Source: an optimization exercise on an open RTL-to-GDS flow (aim: small area and a short achievable clock period). Production flows keep margins and buffers that such runs may drop.
At most, simulation tests tie the RTL to the original design; equivalence was not proved.
Function not checked in run 4: the RTL went through the layout flow alone.
Power figures rest on the tool's default switching activity, not on a simulated workload.

==> flow/design.v <==
package data_ram_bytelane_pkg;
    localparam int DEFAULT_DATA_BUS_WIDTH    = 16;
    localparam int DEFAULT_ADDRESS_BUS_WIDTH = 16;
    function automatic int clog2(input int unsigned value);
        int result;
        result = 0;
        for (int i = 0; i < 32; i++) begin
            if ((32'd1 << i) < value) begin
                result = i + 1;
            end
        end
        clog2 = result;
    endfunction
endpackage
module data_ram_bytelane_byte_array #(
    parameter int NUM_ENTRIES = 32
) (
    input  logic                      clk,
    input  logic [NUM_ENTRIES-1:0]    i_wr_en,
    input  logic [7:0]                i_wr_data,
    output logic [8*NUM_ENTRIES-1:0]  o_bytes
);
    logic [7:0] r_mem [NUM_ENTRIES];
    always_ff @(posedge clk) begin
        for (int k = 0; k < NUM_ENTRIES; k++) begin
            if (i_wr_en[k]) begin
                r_mem[k] <= i_wr_data;
            end
        end
    end
    always_comb begin
        for (int k = 0; k < NUM_ENTRIES; k++) begin
            o_bytes[8*k +: 8] = r_mem[k];
        end
    end
endmodule
module data_ram_bytelane_rd_grp (
    input  logic [63:0] i_bytes,
    input  logic [7:0]  i_sel,
    output logic [7:0]  o_byte
);
    always_comb begin
        o_byte = 8'h00;
        for (int k = 0; k < 8; k++) begin
            o_byte = o_byte | (i_bytes[8*k +: 8] & {8{i_sel[k]}});
        end
    end
endmodule
module data_ram_bytelane_rd_out (
    input  logic [31:0] i_grp_o,
    input  logic [31:0] i_grp_e,
    input  logic [3:0]  i_sel_o,
    input  logic [3:0]  i_sel_e,
    input  logic        i_hold,
    input  logic [7:0]  i_cur,
    output logic [7:0]  o_next
);
    always_comb begin
        o_next = i_cur & {8{i_hold}};
        for (int g = 0; g < 4; g++) begin
            o_next = o_next | (i_grp_o[8*g +: 8] & {8{i_sel_o[g]}})
                            | (i_grp_e[8*g +: 8] & {8{i_sel_e[g]}});
        end
    end
endmodule
module data_ram_bytelane_rd_sel (
    input  logic [15:0] i_addr,
    input  logic        i_req_valid,
    input  logic        i_ready,
    input  logic        i_clear_req,
    input  logic        i_rnw,
    output logic [7:0]  o_mem_o,
    output logic [7:0]  o_mem_e,
    output logic [3:0]  o_l0_o,
    output logic [3:0]  o_l0_e,
    output logic [3:0]  o_l1_o,
    output logic [3:0]  o_l1_e,
    output logic        o_hold
);
    logic       a0;
    logic       rd;
    logic [3:0] grp;
    logic [3:0] grp_e;
    logic       wrap;
    always_comb begin
        a0 = i_addr[0];
        rd = i_req_valid && i_ready && !i_clear_req && i_rnw
             && (i_addr[15:6] == 10'd0) && !(&i_addr[5:0]);
        for (int l = 0; l < 8; l++) o_mem_o[l] = (i_addr[3:1] == 3'(l));
        for (int h = 0; h < 4; h++) grp[h] = (i_addr[5:4] == 2'(h));
        o_mem_e = a0 ? {o_mem_o[6:0], o_mem_o[7]} : o_mem_o;
        wrap    = a0 && (i_addr[3:1] == 3'd7);
        grp_e   = wrap ? {grp[2:0], 1'b0} : grp;
        o_l0_o  = grp   & {4{rd &&  a0}};
        o_l0_e  = grp_e & {4{rd && !a0}};
        o_l1_o  = grp   & {4{rd && !a0}};
        o_l1_e  = grp_e & {4{rd &&  a0}};
        o_hold  = !rd;
    end
endmodule
module data_ram_bytelane_wr_dec (
    input  logic [15:0] i_addr,
    input  logic [1:0]  i_byte_en,
    input  logic        i_req_valid,
    input  logic        i_ready,
    input  logic        i_clear_req,
    input  logic        i_rnw,
    input  logic        i_busy,
    output logic [31:0] o_en_e,
    output logic [31:0] o_en_o
);
    logic        a0;
    logic        wr;
    logic        we_e_lo;
    logic        we_e_hi;
    logic        we_o;
    logic [3:0]  hi;
    logic [7:0]  lo;
    logic [31:0] dec;
    logic [31:0] dec_up;
    always_comb begin
        a0 = i_addr[0];
        wr = i_req_valid && i_ready && !i_clear_req && !i_rnw && (i_addr[15:6] == 10'd0);
        for (int h = 0; h < 4; h++) hi[h] = (i_addr[5:4] == 2'(h));
        for (int l = 0; l < 8; l++) lo[l] = (i_addr[3:1] == 3'(l));
        for (int k = 0; k < 32; k++) dec[k] = hi[k / 8] && lo[k % 8];
        dec_up  = {dec[30:0], 1'b0};
        we_e_lo = wr && !a0 && i_byte_en[0];
        we_e_hi = wr &&  a0 && i_byte_en[1];
        we_o    = wr && (a0 ? i_byte_en[0] : i_byte_en[1]);
        for (int k = 0; k < 32; k++) begin
            o_en_e[k] = i_busy || (dec[k] && we_e_lo) || (dec_up[k] && we_e_hi);
            o_en_o[k] = i_busy || (dec[k] && we_o && !((k == 31) && a0));
        end
    end
endmodule
module data_ram_bytelane #(
    parameter int DATA_BUS_WIDTH    = data_ram_bytelane_pkg::DEFAULT_DATA_BUS_WIDTH,
    parameter int ADDRESS_BUS_WIDTH = data_ram_bytelane_pkg::DEFAULT_ADDRESS_BUS_WIDTH,
    parameter int NUM_BYTES         = 64
) (
    input  logic                          clk,
    input  logic                          rst_n,
    input  logic                          clear_req,
    input  logic                          req_valid,
    output logic                          req_ready,
    input  logic                          read_not_write,
    input  logic [ADDRESS_BUS_WIDTH-1:0]  address,
    input  logic [DATA_BUS_WIDTH/8-1:0]   byte_en,
    input  logic [DATA_BUS_WIDTH-1:0]     write_data,
    output logic                          rsp_valid,
    output logic                          rsp_err,
    output logic [DATA_BUS_WIDTH-1:0]     read_data,
    output logic                          busy
);
    localparam int IDX_W = data_ram_bytelane_pkg::clog2(NUM_BYTES);
    localparam int HALF  = NUM_BYTES / 2;
    logic        r_busy;
    logic        r_ready;
    logic        r_rsp_valid;
    logic        r_rsp_err;
    logic [15:0] r_rd_data;
    logic        w_err;
    logic        w_accept;
    logic        w_a0;
    logic [HALF-1:0] w_en_e;
    logic [HALF-1:0] w_en_o;
    logic [7:0]  w_wd_e;
    logic [7:0]  w_wd_o;
    logic [8*HALF-1:0] w_bytes_e;
    logic [8*HALF-1:0] w_bytes_o;
    logic [7:0]  w_mem_o;
    logic [7:0]  w_mem_e;
    logic [3:0]  w_l0_o;
    logic [3:0]  w_l0_e;
    logic [3:0]  w_l1_o;
    logic [3:0]  w_l1_e;
    logic        w_hold;
    logic [31:0] w_grp_o;
    logic [31:0] w_grp_e;
    logic [15:0] w_rd_next;
    always_comb begin
        w_err    = (address[ADDRESS_BUS_WIDTH-1:IDX_W] != '0) || (&address[IDX_W-1:0]);
        w_accept = req_valid && r_ready && !clear_req;
        w_a0     = address[0];
        w_wd_e   = r_busy ? 8'h00 : (w_a0 ? write_data[15:8] : write_data[7:0]);
        w_wd_o   = r_busy ? 8'h00 : (w_a0 ? write_data[7:0]  : write_data[15:8]);
    end
    data_ram_bytelane_wr_dec u_wr_dec (
        .i_addr      (address),
        .i_byte_en   (byte_en),
        .i_req_valid (req_valid),
        .i_ready     (r_ready),
        .i_clear_req (clear_req),
        .i_rnw       (read_not_write),
        .i_busy      (r_busy),
        .o_en_e      (w_en_e),
        .o_en_o      (w_en_o)
    );
    data_ram_bytelane_byte_array #(
        .NUM_ENTRIES (HALF)
    ) u_even (
        .clk       (clk),
        .i_wr_en   (w_en_e),
        .i_wr_data (w_wd_e),
        .o_bytes   (w_bytes_e)
    );
    data_ram_bytelane_byte_array #(
        .NUM_ENTRIES (HALF)
    ) u_odd (
        .clk       (clk),
        .i_wr_en   (w_en_o),
        .i_wr_data (w_wd_o),
        .o_bytes   (w_bytes_o)
    );
    data_ram_bytelane_rd_sel u_rd_sel (
        .i_addr      (address),
        .i_req_valid (req_valid),
        .i_ready     (r_ready),
        .i_clear_req (clear_req),
        .i_rnw       (read_not_write),
        .o_mem_o (w_mem_o),
        .o_mem_e (w_mem_e),
        .o_l0_o  (w_l0_o),
        .o_l0_e  (w_l0_e),
        .o_l1_o  (w_l1_o),
        .o_l1_e  (w_l1_e),
        .o_hold  (w_hold)
    );
    for (genvar g = 0; g < 4; g++) begin : g_grp
        data_ram_bytelane_rd_grp u_grp_o (
            .i_bytes (w_bytes_o[64*g +: 64]),
            .i_sel   (w_mem_o),
            .o_byte  (w_grp_o[8*g +: 8])
        );
        data_ram_bytelane_rd_grp u_grp_e (
            .i_bytes (w_bytes_e[64*g +: 64]),
            .i_sel   (w_mem_e),
            .o_byte  (w_grp_e[8*g +: 8])
        );
    end
    data_ram_bytelane_rd_out u_out_l0 (
        .i_grp_o (w_grp_o),
        .i_grp_e (w_grp_e),
        .i_sel_o (w_l0_o),
        .i_sel_e (w_l0_e),
        .i_hold  (w_hold),
        .i_cur   (r_rd_data[7:0]),
        .o_next  (w_rd_next[7:0])
    );
    data_ram_bytelane_rd_out u_out_l1 (
        .i_grp_o (w_grp_o),
        .i_grp_e (w_grp_e),
        .i_sel_o (w_l1_o),
        .i_sel_e (w_l1_e),
        .i_hold  (w_hold),
        .i_cur   (r_rd_data[15:8]),
        .o_next  (w_rd_next[15:8])
    );
    always_ff @(posedge clk or negedge rst_n) begin
        if (!rst_n) begin
            r_busy      <= 1'b1;
            r_ready     <= 1'b0;
            r_rsp_valid <= 1'b0;
            r_rsp_err   <= 1'b0;
            r_rd_data   <= 16'h0000;
        end else begin
            r_busy      <= clear_req;
            r_ready     <= !clear_req;
            r_rsp_valid <= w_accept;
            r_rsp_err   <= w_accept && w_err;
            r_rd_data   <= w_rd_next;
        end
    end
    assign req_ready = r_ready;
    assign busy      = r_busy;
    assign rsp_valid = r_rsp_valid;
    assign rsp_err   = r_rsp_err;
    assign read_data = r_rd_data;
endmodule
==> flow/run.sh <==
#!/bin/bash
# synth_recipe.tcl (not shown) runs the flow's synth.tcl, then flattens the netlist and writes it again
# the make line also repeats each setting of config.mk as NAME=value (left out here)
make -C /OpenROAD-flow-scripts/flow DESIGN_CONFIG=/design/flow/config.mk WORK_HOME=/design/flow/orfs CLKGATE_MAP_FILE= SYNTH_SCRIPT=/design/flow/synth_recipe.tcl finish
==> flow/config.mk <==
export PLATFORM = sky130hd
export DESIGN_NAME = data_ram_bytelane
export DESIGN_NICKNAME = data_ram_bytelane
export VERILOG_FILES = /design/flow/design.v
export SDC_FILE = /design/flow/constraint.sdc
export NUM_CORES = 4
export LEC_CHECK = 0
export CAP_MARGIN = 20
export CORE_MARGIN = 2
export CORE_UTILIZATION = 60
export CTS_CLUSTER_DIAMETER = 100
export CTS_CLUSTER_SIZE = 20
export PLACE_DENSITY = 0.75
export SETUP_SLACK_MARGIN = 1.3
export SLEW_MARGIN = 20
export SYNTH_HIERARCHICAL = 1
==> flow/constraint.sdc <==
create_clock -name core_clock -period 4.0 [get_ports {clk}]
set_input_delay 0.8000 -clock core_clock [delete_from_list [all_inputs] [get_ports {clk}]]
set_output_delay 0.8000 -clock core_clock [all_outputs]
set_load 0.01 [all_outputs]
==> flow_summary.json, run 1 <==
{
  "power_mw": 10.70,
  "intPower_mw": 8.241,
  "first_pass_iters": 6,
  "grt.total_usage_pct": 32.09,
  "pwr-share-comb_pct": 9.0,
  "syn_area_per_cell_sq_um": 16.65,
  "cts_tree": "yes",
  "crit_chain": "clkdlybuf4s50_1, and4bb_2, nand4_2, buf_4, o21ai_1, buf_4",
  "die_height_um": 190.6,
  "netlist_instances": 1255,
  "worst-path-buf-inv": 3,
  "grt_max_degree": 36,
  "fin_tns_setup_ps": 0,
  "ctsHoldBuffers": 0,
  "max_stage_delay_ps": 670,
  "swShare_pct": 23.01,
  "drive_gt1_share_pct": 20.93,
  "rsz0062_at_grt": "true",
  "htreeDepth": 1,
  "power_frac_clock_pct": 29.4,
  "setup.worst_path.end_class": "register",
  "setup_ws_ps": 1327,
  "io_pins": 59,
  "power.density_nw_per_um2": 446.0,
  "placementRows": 68,
  "antenna_found_initial": 1,
  "worstSetupStartpointType": "input pin",
  "hold_violations": 0,
  "synth_top_area_cell": "edfxtp_1",
  "dp.cells": 1767,
  "finalClockSkew_ps": 19.23,
  "drt_iter0_drc": 2357,
  "ys_ff_latch": 532,
  "routed_wl_um": 59000,
  "die_area_sq_um": 36340,
  "synth_top_area_share_pct": 73.56,
  "yosysMostFrequentCell": "edfxtp_1",
  "max_freq_mhz": 374.1,
  "initial_utilization_pct": 60.65,
  "crit_top_cell": "buf_4",
  "slew_violations": 0,
  "utilization_pct": 69.65,
  "synth.area.top_cells": "edfxtp_1, a22oi_1, dfrtp_1",
  "synth_nets": 1294,
  "finalCritPeriodShare_pct": 66.82,
  "clockRootBuffer": "clkbuf_16",
  "clock_path_buffers": 3,
  "finalNonFillerCells": 1869,
  "clk_latency_ps": 590,
  "n_antenna_cell": 0,
  "synth.top_cells.by_count": "edfxtp_1, a22oi_1, nand4_1",
  "min_period_ps": 2673,
  "yosysUniqueCellTypes": 50,
  "clk_pin_slew_worst_paths_ps": 90,
  "holdCritPathClass": "input pin to asynchronous set/reset pin",
  "synthFlopType": "edfxtp_1",
  "p_sw_mw": 2.463,
  "vias_per_cell": 7.143,
  "crit_type": "input pin to register",
  "power_frac_seq_pct": 61.6,
  "die_w_um": 190.6,
  "worst_pin_slew_ps": 983.3,
  "place_congestion": 1.022,
  "port_buffers": 58,
  "cp_data_required_time_ps": 4300,
  "grt-ovfl-total": 0,
  "wl_per_cell_um": 31.57,
  "outcome": "timing/DRC/antenna clean",
  "syn-cell-area_sq_um": 20900,
  "worst_ep_arrival_time_ps": 2970,
  "cts_buffers": 30,
  "vias": 13351,
  "nNetsFinal": 1429,
  "ys_warn_count": 13,
  "grt_pass1_vias": 12695,
  "place_ws_ps": 194.2,
  "coreArea_sq_um": 34460,
  "route.detailed.drc": 0,
  "final_antenna_net_count": 0,
  "dp_hpwl_um": 36740,
  "ys_seq_area_share_pct": 75.96,
  "cts.sinks": 532,
  "grt_pass1_wl_um": 84180,
  "p_leak_nw": 8.298,
  "crit_family": "buffers and inverters",
  "finalSetupViolCount": 0,
  "cpMaxStageDelayCell": "clkdlybuf4s50_1",
  "slew_headroom_pct": 34.29,
  "synthArstFlopShare_pct": 3.759,
  "max-cap-violations": 0,
  "ir_worst_vdd_mv": 0.3471,
  "synth_edf_count": 512,
  "area_delta_synth_final_pct": 14.83,
  "crit_fanout": 10
}
## layout by cell type, fill, tap and decap left out, types with 19 or more instances in the layout
cell	n
nand4_1	70
clkdlybuf4s50_1	51
a22oi_1	252
clkbuf_1	24
nand3_1	25
nor2_2	21
clkbuf_16	31
edfxtp_1	512
buf_4	127
o21ai_1	25
a22oi_2	22
dfrtp_1	19
o21ai_0	22
## logic make-up (layout without fill, tap and decap cells)
family          count (synthesis)  count (layout)  synth area share (%)
flops                         532             532                 75.96
compound gates                394             394                 14.51
simple gates                  193             193                 5.675
buf+inv                       110             258                 2.568
mux                            24              35                 1.197
xor+xnor                        2               2               0.08383
## registers in the layout (all words and copies together) (netlist names)
register	cells
r_busy	1
r_rd_data	16
r_ready	1
r_rsp_err	1
r_rsp_valid	1
u_even.r_mem	256
u_odd.r_mem	256
## path summary, 6_finish.rpt
path | startpoint | endpoint | slack (ps) | depth (start not counted)
worst min register to register | r_ready | r_rsp_valid | 650 | 1
worst max register to register | r_ready | u_even.r_mem[31][4] | 1840 | 5
max in group asynchronous | rst_n | r_busy | 3440 | 1
worst max-delay path | address[7] | u_even.r_mem[31][4] | 1330 | 6
worst min-delay path | rst_n | r_rd_data[14] | 190 | 1
min in group core_clock | r_ready | r_rsp_valid | 650 | 1
## per-layer routing
metal | track usage [%] | vias up | part of all wire [%]
met1 | 44.46 | 6646 | 36
li1 | - | 5555 | -
met2 | 51.40 | 968 | 47
met4 | 11.99 | 2 | 5.1
met3 | 6.018 | 180 | 12
met5 | 0 | - | 0.015
## metrics by stage
| stage | hold WS [ps] | cell area [sq um] |
|---|---|---|
| after floorplan | 504.4 | 20900 |
| after detailed placement | 616.7 | 22400 |
| after CTS | 643.0 | 23730 |
| after global routing | 208.5 | 24000 |
| after global placement | 603.8 | 22400 |
| final | 186.7 | 24000 |
## power groups by stage
stage	logic, mW	clock network, mW	registers (mW)
after detailed placement	0.831	0	6.71
after global routing	0.994	3.35	6.62
after CTS	0.898	3.15	6.59
final	0.965	3.15	6.59
after global placement	0.812	0	6.69
after floorplan	0.420	0	6.68
## modules after synthesis, one instance, submodules excluded, a selection
module / cell area, sq um / flops+latches / copies in the design
data_ram_bytelane_rd_grp: 320.3 / 0 / 8
data_ram_bytelane: 814.5 / 20 / 1
data_ram_bytelane_rd_out: 436.7 / 0 / 2
data_ram_bytelane_wr_dec: 854.6 / 0 / 1
data_ram_bytelane_rd_sel: 420.4 / 0 / 1
## layout make-up
type | count | area [sq um]
multi-input cells | 624 | 4951
clock inverters | 1 | 8.758
fillers | 2183 | 10460
clock buffers | 55 | 865.8
repair buffers | 197 | 1705
well taps | 455 | 569.3
inverters | 5 | 18.77
flip-flops and latches | 532 | 15880
## repair_timing
item                                    4_1_cts  5_1_grt
gates resized for setup                      48       40
cloned                                        7        4
setup buffers                                24       11
endpoints found under the setup margin      150       98
pin swaps                                    29       11
==> run 2, diff against run 1 <==
--- a/flow/config.mk
+++ b/flow/config.mk
@@ -13,3 +13,3 @@
 export PLACE_DENSITY = 0.75
-export SETUP_SLACK_MARGIN = 1.3
+export SETUP_SLACK_MARGIN = 1.5
 export SLEW_MARGIN = 20
==> run 2 against run 1 <==
Against the previous run: final area decreased by 1.7%; power decreased by 0.89%; synthesized area unchanged; routed wire length decreased by 4.9%; sequential share of layout area increased by 1.1 points; worst hold slack improved by 9.4 ps.
==> flow_summary.json, run 2 <==
{
  "setup.worst_path.end_class": "register",
  "slew_headroom_pct": 44.82,
  "synth_edf_count": 512,
  "max_freq_mhz": 399.7,
  "outcome": "timing/DRC/antenna clean",
  "min_period_ps": 2502,
  "die_area_sq_um": 36340,
  "ir_worst_vdd_mv": 0.4966,
  "netlist_instances": 1255,
  "synth.area.top_cells": "edfxtp_1, a22oi_1, dfrtp_1",
  "syn_area_per_cell_sq_um": 16.65,
  "synth_nets": 1294,
  "nNetsFinal": 1392,
  "holdCritPathClass": "input pin to asynchronous set/reset pin",
  "hold_violations": 0,
  "crit_fanout": 16,
  "dp.cells": 1760,
  "dp_hpwl_um": 35140,
  "clk_pin_slew_worst_paths_ps": 90,
  "clockRootBuffer": "clkbuf_16",
  "ys_seq_area_share_pct": 75.96,
  "synthFlopType": "edfxtp_1",
  "vias_per_cell": 7.140,
  "final_antenna_net_count": 0,
  "cp_data_required_time_ps": 4450,
  "grt-ovfl-total": 0,
  "synth_top_area_share_pct": 73.56,
  "final_cell_mix": "edfxtp_1, a22oi_1, buf_4",
  "drive_gt1_share_pct": 17.79,
  "cts_buffers": 30,
  "route.detailed.drc": 0,
  "io_pins": 59,
  "p_leak_nw": 8.070,
  "rsz0062_at_grt": "true",
  "slew_violations": 0,
  "first_pass_iters": 8,
  "power_mw": 10.61,
  "worst_ep_arrival_time_ps": 2950,
  "fillers": 2240,
  "worst_pin_slew_ps": 826.5,
  "synthArstFlopShare_pct": 3.759,
  "reg.largest.list": "u_even.r_mem (256), u_odd.r_mem (256), r_rd_data (16)",
  "die_height_um": 190.6,
  "wl_per_cell_um": 30.63,
  "crit_type": "input pin to register",
  "synth_top_area_cell": "edfxtp_1",
  "yosysUniqueCellTypes": 50,
  "finalClockSkew_ps": 18.93,
  "vias": 13080,
  "fin_tns_setup_ps": 0,
  "cts_tree": "yes",
  "n_antenna_cell": 0,
  "finalCritPeriodShare_pct": 62.54,
  "coreArea_sq_um": 34460,
  "clk_latency_ps": 590,
  "multi_input_area_sq_um": 4802,
  "grt_max_degree": 33,
  "power.density_nw_per_um2": 449.8,
  "ys_warn_count": 13,
  "finalNonFillerCells": 1832,
  "routed_wl_um": 56110,
  "yosysMostFrequentCell": "edfxtp_1",
  "initial_utilization_pct": 60.65,
  "grt_pass1_vias": 12182,
  "place_congestion": 0.9095,
  "antenna_found_initial": 0,
  "htreeDepth": 1,
  "syn-cell-area_sq_um": 20900,
  "grt.total_usage_pct": 30.50,
  "grt_pass1_wl_um": 80230,
  "drt_iter0_drc": 2020,
  "placementRows": 68,
  "final_common_cell": "edfxtp_1",
  "max-cap-violations": 0,
  "port_buffers": 58,
  "clock_path_buffers": 3,
  "regArea_sq_um": 15880,
  "ys_ff_latch": 532,
  "synth.top_cells.by_count": "edfxtp_1, a22oi_1, nand4_1",
  "area_delta_synth_final_pct": 12.85,
  "die_w_um": 190.6,
  "finalSetupViolCount": 0,
  "worstSetupStartpointType": "input pin",
  "cts.sinks": 532
}
==> run 2: cell counts after synthesis <==
No cell type changed its count.
==> run 2: layout make-up <==
type	count	area share [%]
Multi-Input combinational cell	617	20.36
Timing Repair Buffer	167	6.085
Inverter	5	0.07957
Tap cell	455	2.414
Clock buffer	55	3.713
Sequential cell	532	67.31
Clock inverter	1	0.03713
==> run 2: where the power goes <==
part	internal (mW)	switching (mW)	total, mW
clock network	1.48	1.66	3.14
logic	0.240	0.645	0.886
registers	6.49	0.0914	6.58
total	8.21	2.40	10.6
==> run 2: worst paths after layout <==
check	startpoint	to	slack [ps]	cells after the start
worst max register to register	r_busy	u_odd.r_mem[28][1]	1780	5
worst max-delay path	address[1]	r_rd_data[14]	1500	9
max in group asynchronous	rst_n	r_rd_data[3]	3420	1
worst min-delay path	rst_n	r_rd_data[2]	200	1
min in group core_clock	r_ready	r_rsp_valid	660	1
worst min register to register	r_ready	r_rsp_valid	660	1
==> run 2: worst max-delay path, cell delays in order <==
cell and delay, ps:
buf_2 250, buf_4 230, nor3_2 110, mux2_4 440, a22oi_1 290, nand4_1 220
a22o_1 260, a221oi_2 200, nand3_1 130
==> run 2: kinds of logic after synthesis <==
logic type / Yosys count / synth area share, %
AO/OA/AOI/OAI: 394 / 14.51
XOR/XNOR: 2 / 0.08383
buffers and inverters: 110 / 2.568
flip-flops: 532 / 75.96
multiplexers: 24 / 1.197
AND/OR/NAND/NOR: 193 / 5.675
==> run 2: metrics by stage <==
stage / utilization (%) / setup slack (ps) / hold slack, ps / cell area, sq um
3_3_place_gp: 64.83 / 293.6 / 599.5 / 22340
5_1_grt: 68.45 / 1467 / 213.7 / 23590
2_1_floorplan: - / 1433 / 504.4 / 20910
3_5_place_dp: 64.83 / 252.5 / 621.2 / 22340
6_report: 68.45 / 1498 / 196.1 / 23590
4_1_cts: 68.10 / 1487 / 643.6 / 23470
==> run 2: what timing repair did <==
item                                    in CTS  in global routing
pin swaps                                    8                  6
gates cloned                                 2                  3
gates resized for setup                     52                 18
hold buffers                                 0                  0
setup buffers                                7                  4
endpoints found under the setup margin     337                 24
==> run 2: modules after synthesis (local to each module, per instance), a selection <==
module	cell area [sq um]	cells inside	times used	flops+latches
data_ram_bytelane_rd_grp	320.3	48	8	0
data_ram_bytelane_rd_out	436.7	49	2	0
data_ram_bytelane_wr_dec	854.6	133	1	0
data_ram_bytelane_rd_sel	420.4	62	1	0
data_ram_bytelane	814.5	66	1	20
==> run 2: layer usage <==
layer / GRT usage (%) / wire (um) / part of all wire (%)
met2: 49.48 / 27490 / 49
met5: 0 / 0 / 0
met3: 5.061 / 5882 / 10
met4: 10.14 / 2036 / 3.6
met1: 42.68 / 20700 / 37
==> run 3, diff against run 2 <==
--- a/flow/config.mk
+++ b/flow/config.mk
@@ -12,3 +12,3 @@
 export CTS_CLUSTER_SIZE = 20
-export PLACE_DENSITY = 0.75
+export PLACE_DENSITY = 0.85
 export SETUP_SLACK_MARGIN = 1.5
==> run 3 against run 2 <==
Against the previous run: synthesized cell count stayed put; die area unchanged; sequential share of layout area down 1.2 points; core utilization increased by 1.3 points; worst setup slack worse by 68 ps; non-clock buffer count rose by 38; first-iteration DRC count up 50%; maximum frequency is 2.6% lower; final area is 1.9% higher; critical path type unchanged; largest power group unchanged.
==> flow_summary.json, run 3 <==
{
  "synth_nets": 1294,
  "ys_warn_count": 13,
  "synth_xor_area_share_pct": 0.08381,
  "rsz0062_at_grt": "true",
  "syn_area_per_cell_sq_um": 16.65,
  "grt-ovfl-total": 0,
  "clk_pin_slew_worst_paths_ps": 90,
  "reg.largest.list": "u_even.r_mem (256), u_odd.r_mem (256), r_rd_data (16)",
  "cp_data_required_time_ps": 4520,
  "hold_violations": 0,
  "drt_iter0_drc": 3031,
  "fin_tns_setup_ps": 0,
  "drive_gt1_share_pct": 20.65,
  "power_frac_clock_pct": 29.4,
  "max_freq_mhz": 389.2,
  "routed_wl_um": 59670,
  "outcome": "timing/DRC/antenna clean",
  "ff2ff_setup_slack_ps": 1540,
  "final_common_cell": "edfxtp_1",
  "coreArea_sq_um": 34460,
  "clockRootBuffer": "clkbuf_16",
  "use_met1_pct": 42.24,
  "synth_top_family_by_area": "compound AO/OA/AOI/OAI gates",
  "grt_pass1_vias": 13555,
  "cts.sinks": 532,
  "p_leak_nw": 8.375,
  "placed_cell_area_sq_um": 22290,
  "worst_pin_slew_ps": 827.4,
  "synthArstFlopShare_pct": 3.759,
  "cts_tree": "yes",
  "grt_max_degree": 37,
  "clk_latency_ps": 590,
  "vias": 13901,
  "met2_usage_pct": 51.93,
  "yosys.area_share.simple_pct": 5.675,
  "synth.top_cells.by_count": "edfxtp_1, a22oi_1, nand4_1",
  "pwr-share-comb_pct": 9.0,
  "dp_hpwl_um": 35480,
  "io_pins": 59,
  "synth_top_area_cell": "edfxtp_1",
  "die_area_sq_um": 36340,
  "wl_per_cell_um": 31.82,
  "synth_edf_count": 512,
  "synth_top_area_share_pct": 73.56,
  "power_frac_seq_pct": 61.7,
  "final_antenna_net_count": 0,
  "setup.worst_path.end_class": "register",
  "holdCritPathClass": "input pin to asynchronous set/reset pin",
  "grt_pass1_wl_um": 86510,
  "synth-compound-area-share_pct": 14.51,
  "finalInstanceArea_sq_um": 24040,
  "die_height_um": 190.6,
  "clock_path_buffers": 3,
  "yosysMostFrequentCell": "edfxtp_1",
  "syn-cell-area_sq_um": 20900,
  "intPower_mw": 8.232,
  "synthFlopType": "edfxtp_1",
  "grtUsageMet3_pct": 7.932,
  "synth.area.top_cells": "edfxtp_1, a22oi_1, dfrtp_1",
  "crit_fanout": 16,
  "finalCritPeriodShare_pct": 64.24,
  "worstSetupStartpointType": "input pin",
  "final_cell_mix": "edfxtp_1, a22oi_1, buf_4",
  "vias_per_cell": 7.414,
  "crit_type": "input pin to register",
  "die_w_um": 190.6,
  "nNetsFinal": 1434,
  "netlist_instances": 1255,
  "port_buffers": 58,
  "grt-busiest-layer": "met2",
  "area_delta_synth_final_pct": 15.01,
  "finalSetupViolCount": 0,
  "worst_ep_arrival_time_ps": 3090,
  "synthAdderAreaFrac_pct": 0,
  "place_congestion": 1.010,
  "htreeDepth": 1,
  "grt.total_usage_pct": 32.74,
  "placementRows": 68,
  "finalClockSkew_ps": 29.74,
  "ys_seq_area_share_pct": 75.96,
  "slew_headroom_pct": 44.84,
  "antenna_found_initial": 1,
  "yosysUniqueCellTypes": 50,
  "first_pass_iters": 12,
  "max-cap-violations": 0,
  "ir_worst_vdd_mv": 0.4170,
  "swShare_pct": 23.08,
  "power.density_nw_per_um2": 445.3,
  "muxShareOfSynthArea_pct": 1.197,
  "p_sw_mw": 2.470,
  "min_period_ps": 2570,
  "cts_buffers": 30,
  "ys_ff_latch": 532,
  "route.detailed.drc": 0,
  "initial_utilization_pct": 60.65,
  "slew_violations": 0
}
==> run 3: changes by cell type in the layout (fill, tap and decap cells not counted), moves of 6 or more <==
cell             before  now
buf_4               102  134
buf_6                 3    9
clkdlybuf4s50_1      47   39
a22oi_1             271  263
o21ai_4               9    1
dlymetal6s2s_1        2    9
o21ai_1              21   30
a22oi_2               3   11
==> run 3: final timing paths <==
| check | from | end | depth (start not counted) |
|---|---|---|---|
| worst max-delay path | address[2] | r_rd_data[12] | 7 |
| worst min-delay path | rst_n | r_rd_data[5] | 1 |
| worst max register to register | r_busy | u_odd.r_mem[15][2] | 5 |
| worst min register to register | r_ready | r_rsp_valid | 1 |
| max in group asynchronous | rst_n | r_busy | 1 |
| min in group core_clock | clear_req | r_busy | 1 |
==> run 3: kinds of logic (layout without fill, tap and decap cells) <==
group,after synthesis,after routing
AOI/OAI and AO/OA,394,395
xor gates and xnor gates,2,2
buffers and inverters,110,267
DFF,532,532
muxes,24,30
other,0,1
and+or+nand+nor,193,193
==> run 3: modules after synthesis (local to each module, per instance), excerpt <==
| module | times used | cells inside |
|---|---|---|
| data_ram_bytelane_rd_sel | 1 | 62 |
| data_ram_bytelane_rd_grp | 8 | 48 |
| data_ram_bytelane_rd_out | 2 | 49 |
| data_ram_bytelane | 1 | 66 |
| data_ram_bytelane_wr_dec | 1 | 133 |
==> run 3: worst max-delay path, cell delays in order <==
cell and delay (ps):
clkbuf_4 230, nor3_2 620, mux2_2 680, a22oi_1 190, nand4_1 280, a22oi_1 150, nand3_1 120
==> run 3: power by group through the flow <==
| stage | clock network, mW | logic, mW | registers [mW] |
|---|---|---|---|
| 4_1_cts | 3.14 | 0.885 | 6.59 |
| 6_report | 3.14 | 0.958 | 6.60 |
| 3_3_place_gp | 0 | 0.767 | 6.70 |
| 5_1_grt | 3.34 | 0.984 | 6.62 |
| 2_1_floorplan | 0 | 0.421 | 6.68 |
| 3_5_place_dp | 0 | 0.802 | 6.72 |
==> run 3: cell type report <==
type,instances,area (sq um)
multi-input combinational,620,4892
clock buffer,55,865.8
timing repair inverter,1,5.005
timing repair buffer,205,1783
tap,455,569.3
inverter,5,30.03
antenna,1,2.502
clock inverter,1,8.758
fill,2058,10420
sequential,532,15880
==> run 3: metal layers <==
layer,vias up,routed length (um)
met3,302,8143
met1,6769,19670
li1,5561,-
met5,-,0
met4,0,4077
met2,1269,27780
==> run 3: repair_timing <==
item                       CTS  global route
buffers inserted            39            15
setup endpoints to repair  471           293
pin swaps                   34            17
resized for setup           69            37
hold buffers                 0             0
gates cloned                 7             2
==> run 3: metrics by stage <==
stage	instances	utilization (%)	hold WS, ps	setup WS, ps	power, mW
2_1_floorplan	1255	-	504.4	1433	7.101
6_report	1875	69.76	178.6	1430	10.70
4_1_cts	1857	68.98	622.9	1413	10.62
5_1_grt	1874	69.75	193.7	1436	10.95
3_3_place_gp	1755	64.69	581.2	324.6	7.462
3_5_place_dp	1755	64.69	606.0	183.1	7.525
==> run 4, diff against run 3 <==
--- a/flow/design.v
+++ b/flow/design.v
@@ -90,3 +90,5 @@
         for (int h = 0; h < 4; h++) grp[h] = (i_addr[5:4] == 2'(h));
-        o_mem_e = a0 ? {o_mem_o[6:0], o_mem_o[7]} : o_mem_o;
+        for (int l = 0; l < 8; l++)
+            o_mem_e[l] = ({i_addr[3:1], a0} == {3'(l), 1'b0})
+                      || ({i_addr[3:1], a0} == {3'((l + 7) % 8), 1'b1});
         wrap    = a0 && (i_addr[3:1] == 3'd7);
--- a/flow/config.mk
+++ b/flow/config.mk
@@ -12,3 +12,3 @@
 export CTS_CLUSTER_SIZE = 20
-export PLACE_DENSITY = 0.85
+export PLACE_DENSITY = 0.75
 export SETUP_SLACK_MARGIN = 1.5
==> run 4 against run 3 <==
Against the previous run: routed wire length decreased by 5.3%; global-route usage fell by 1.7 points; final cell count is 1.3% lower; worst setup slack better by 10 ps; combinational power down 6.7%; highest routed layer unchanged; sequential cell count unchanged; worst hold slack better by 8.8 ps; synthesized area up 0.27%; clock power about the same; sequential share of layout area up 0.29 points.
==> flow_summary.json, run 4 <==
{
  "outcome": "timing/DRC/antenna clean",
  "worst_ep_arrival_time_ps": 3000,
  "synth_top_area_share_pct": 73.37,
  "synth.top_cells.by_count": "edfxtp_1, a22oi_1, nand4_1",
  "multi_input_area_sq_um": 4866,
  "grt_pass1_vias": 12664,
  "synthFlopType": "edfxtp_1",
  "synthArstFlopShare_pct": 3.759,
  "antenna_found_initial": 2,
  "io_pins": 59,
  "utilization_pct": 69.46,
  "wl_per_cell_um": 30.53,
  "finalNonFillerCells": 1851,
  "clockRootBuffer": "clkbuf_16",
  "vias_per_cell": 7.099,
  "die_area_sq_um": 36440,
  "clk_latency_ps": 590,
  "max-cap-violations": 0,
  "hold_violations": 0,
  "drive_gt1_share_pct": 20.43,
  "setup.worst_path.end_class": "register",
  "synth_nets": 1294,
  "p_leak_nw": 8.206,
  "synth_edf_count": 512,
  "swShare_pct": 22.69,
  "cts_tree": "yes",
  "placed_cell_area_sq_um": 22460,
  "nNetsFinal": 1411,
  "power.density_nw_per_um2": 443.5,
  "grt_max_degree": 33,
  "slew_violations": 0,
  "port_buffers": 58,
  "slew_headroom_pct": 29.87,
  "cp_data_required_time_ps": 4440,
  "final_common_cell": "edfxtp_1",
  "initial_utilization_pct": 60.82,
  "syn_area_per_cell_sq_um": 16.70,
  "ys_seq_area_share_pct": 75.76,
  "crit_fanout": 22,
  "syn-cell-area_sq_um": 20960,
  "die_height_um": 190.9,
  "crit_type": "input pin to register",
  "regArea_sq_um": 15880,
  "final_cell_mix": "edfxtp_1, a22oi_1, buf_4",
  "coreArea_sq_um": 34460,
  "first_pass_iters": 9,
  "max_freq_mhz": 390.7,
  "holdCritPathClass": "input pin to asynchronous set/reset pin",
  "dp.cells": 1762,
  "netlist_instances": 1255,
  "ys_warn_count": 13,
  "clk_pin_slew_worst_paths_ps": 80,
  "dp_hpwl_um": 35850,
  "yosysUniqueCellTypes": 55,
  "worstSetupStartpointType": "input pin",
  "placementRows": 68,
  "synth_top_area_cell": "edfxtp_1",
  "vias": 13141,
  "grt-ovfl-total": 0,
  "area_delta_synth_final_pct": 14.20,
  "synth.area.top_cells": "edfxtp_1, a22oi_1, dfrtp_1",
  "finalInstanceArea_sq_um": 23930,
  "ys_ff_latch": 532,
  "intPower_mw": 8.205,
  "worst_pin_slew_ps": 1051,
  "pwr-share-comb_pct": 8.4,
  "holdWs_ps": 187.4,
  "fillers": 2208,
  "final_antenna_net_count": 0,
  "finalCritPeriodShare_pct": 63.99,
  "fin_tns_setup_ps": 0,
  "p_sw_mw": 2.408,
  "routed_wl_um": 56510,
  "die_w_um": 190.9,
  "route.detailed.drc": 0,
  "min_period_ps": 2560,
  "ctsHoldBuffers": 0,
  "yosysMostFrequentCell": "edfxtp_1",
  "cts_buffers": 30,
  "rsz0062_at_grt": "true",
  "finalSetupViolCount": 0,
  "htreeDepth": 1,
  "power_frac_clock_pct": 29.5,
  "grt.total_usage_pct": 31.06,
  "cts.sinks": 532,
  "grt_pass1_wl_um": 82360,
  "power_frac_seq_pct": 62.1,
  "place_congestion": 0.9557,
  "drt_iter0_drc": 1963,
  "ir_worst_vdd_mv": 0.3678,
  "finalClockSkew_ps": 18.08,
  "reg.largest.list": "u_even.r_mem (256), u_odd.r_mem (256), r_rd_data (16)",
  "clock_path_buffers": 3
}
-- run 4: changes by cell type after synthesis, sizes merged, moves of 2 or more --
cell / change
nor3b: -3
nand2: -2
nor4: +2
nor3: +4
nand3b: -2
mux2: -4
nor4b: +2
nor2: -3
buf: +3
-- run 4: through the flow --
stage | setup slack [ps] | power [mW]
final | 1440 | 10.61
after global routing | 1416 | 10.88
after CTS | 1475 | 10.59
after detailed placement | 190.2 | 7.539
after global placement | 289.7 | 7.502
after floorplan | 1433 | 7.103
-- run 4: cell families after synthesis --
| kind of cell | Yosys count | share of synthesized area [%] |
|---|---|---|
| AOI/OAI and AO/OA | 397 | 14.56 |
| xor gates and xnor gates | 2 | 0.08360 |
| DFF | 532 | 75.76 |
| buffers and inverters | 113 | 2.663 |
| muxes | 20 | 0.9791 |
| and+or+nand+nor | 191 | 5.959 |
-- run 4: worst paths after layout --
| kind | from | endpoint | slack (ps) | cells after the start |
|---|---|---|---|---|
| max in group asynchronous | rst_n | r_rd_data[11] | 3440 | 1 |
| setup reg to reg | r_busy | u_odd.r_mem[22][5] | 1640 | 5 |
| hold / removal | rst_n | r_rsp_err | 190 | 1 |
| min in group core_clock | clear_req | r_busy | 380 | 1 |
| setup / recovery | address[2] | r_rd_data[0] | 1440 | 8 |
| hold reg to reg | r_rd_data[14] | r_rd_data[14] | 620 | 2 |
-- run 4: layer usage --
layer	GRT usage, %	up-vias	share of wire [%]
met1	41.64	6671	37
met4	9.809	0	3.8
li1	-	5510	-
met3	5.453	153	9.8
met5	0.5495	-	0
met2	52.20	807	49
-- run 4: cell type report --
| type | instances | share of cell area [%] |
|---|---|---|
| antenna | 1 | 0.01046 |
| clock buffer | 54 | 3.602 |
| clock inverter | 1 | 0.03660 |
| inverter | 5 | 0.09410 |
| multi-input combinational | 612 | 20.33 |
| sequential | 532 | 66.35 |
| tap | 455 | 2.379 |
| timing repair buffer | 191 | 7.194 |
-- run 4: power by group through the flow --
stage	Clock [mW]	Sequential [mW]	Combinational, mW
floorplan	0	6.68	0.424
global placement	0	6.70	0.804
detailed placement	0	6.72	0.824
CTS	3.14	6.59	0.861
global route	3.33	6.61	0.935
finish	3.13	6.59	0.894
-- run 4: timing repair --
item / in CTS / in global routing
endpoints found under the hold margin: 0 / 0
endpoints found under the setup margin: 364 / 194
pin swaps: 22 / 19
resized for setup: 74 / 32
gates cloned: 2 / 2
setup buffers: 22 / 7
-- run 4: Yosys stat by module, one instance, submodules excluded, a selection --
module / cells inside / copies in the design / flops+latches
data_ram_bytelane_rd_sel: 62 / 1 / 0
data_ram_bytelane_wr_dec: 133 / 1 / 0
data_ram_bytelane_rd_out: 49 / 2 / 0
data_ram_bytelane: 66 / 1 / 20
data_ram_bytelane_rd_grp: 48 / 8 / 0
-- run 4: worst max-delay path, stage by stage --
cell and delay [ps]:
clkdlybuf4s15_1 230, buf_4 190, and3_4 200, buf_12 160
a22oi_1 160, nand4_1 250, a222oi_1 850, nand3_1 140

[separate check: timing with driven ports]
The results above use ideal ports. As a check the final layouts listed here were re-extracted and re-timed, cells and wires unchanged.
Step 1 (the two cells are an assumption about what drives the block):
set clk [get_ports {clk}]
set_driving_cell -lib_cell sky130_fd_sc_hd__clkbuf_16 $clk
set_driving_cell -lib_cell sky130_fd_sc_hd__buf_2 [delete_from_list [all_inputs] $clk]
Step 2 adds t to the input delays and takes it off the output delays; t is the mean of the earliest and latest rising clock arrival at the registers after step 1. Input paths then give back, and output paths get back, about the clock's delay inside the block.
Slacks: ideal ports / drivers / drivers and shift; pairs: ideal ports / drivers.
| run | t (ns) | slack for setup (ns) | worst setup path after step 2 | worst data-port slew with drivers (ns) | cell pins on the clock port's net |
|---|---|---|---|---|---|
| run 1 | 0.636 | 1.327 / 1.358 / 0.722 | input to register | 0.08 | 1 |
| run 2 | 0.629 | 1.498 / 1.507 / 0.891 | input to register | 0.07 | 1 |
| run 3 | 0.631 | 1.430 / 1.449 / 0.818 | input to register | 0.10 | 1 |
| run 4 | 0.639 | 1.440 / 1.455 / 0.816 | input to register | 0.06 | 1 |
After both steps setup and hold are still met in every run listed. For run 4, which loses most, drivers alone change the setup slack by +0.015 ns; drivers and shift together by -0.624 ns.
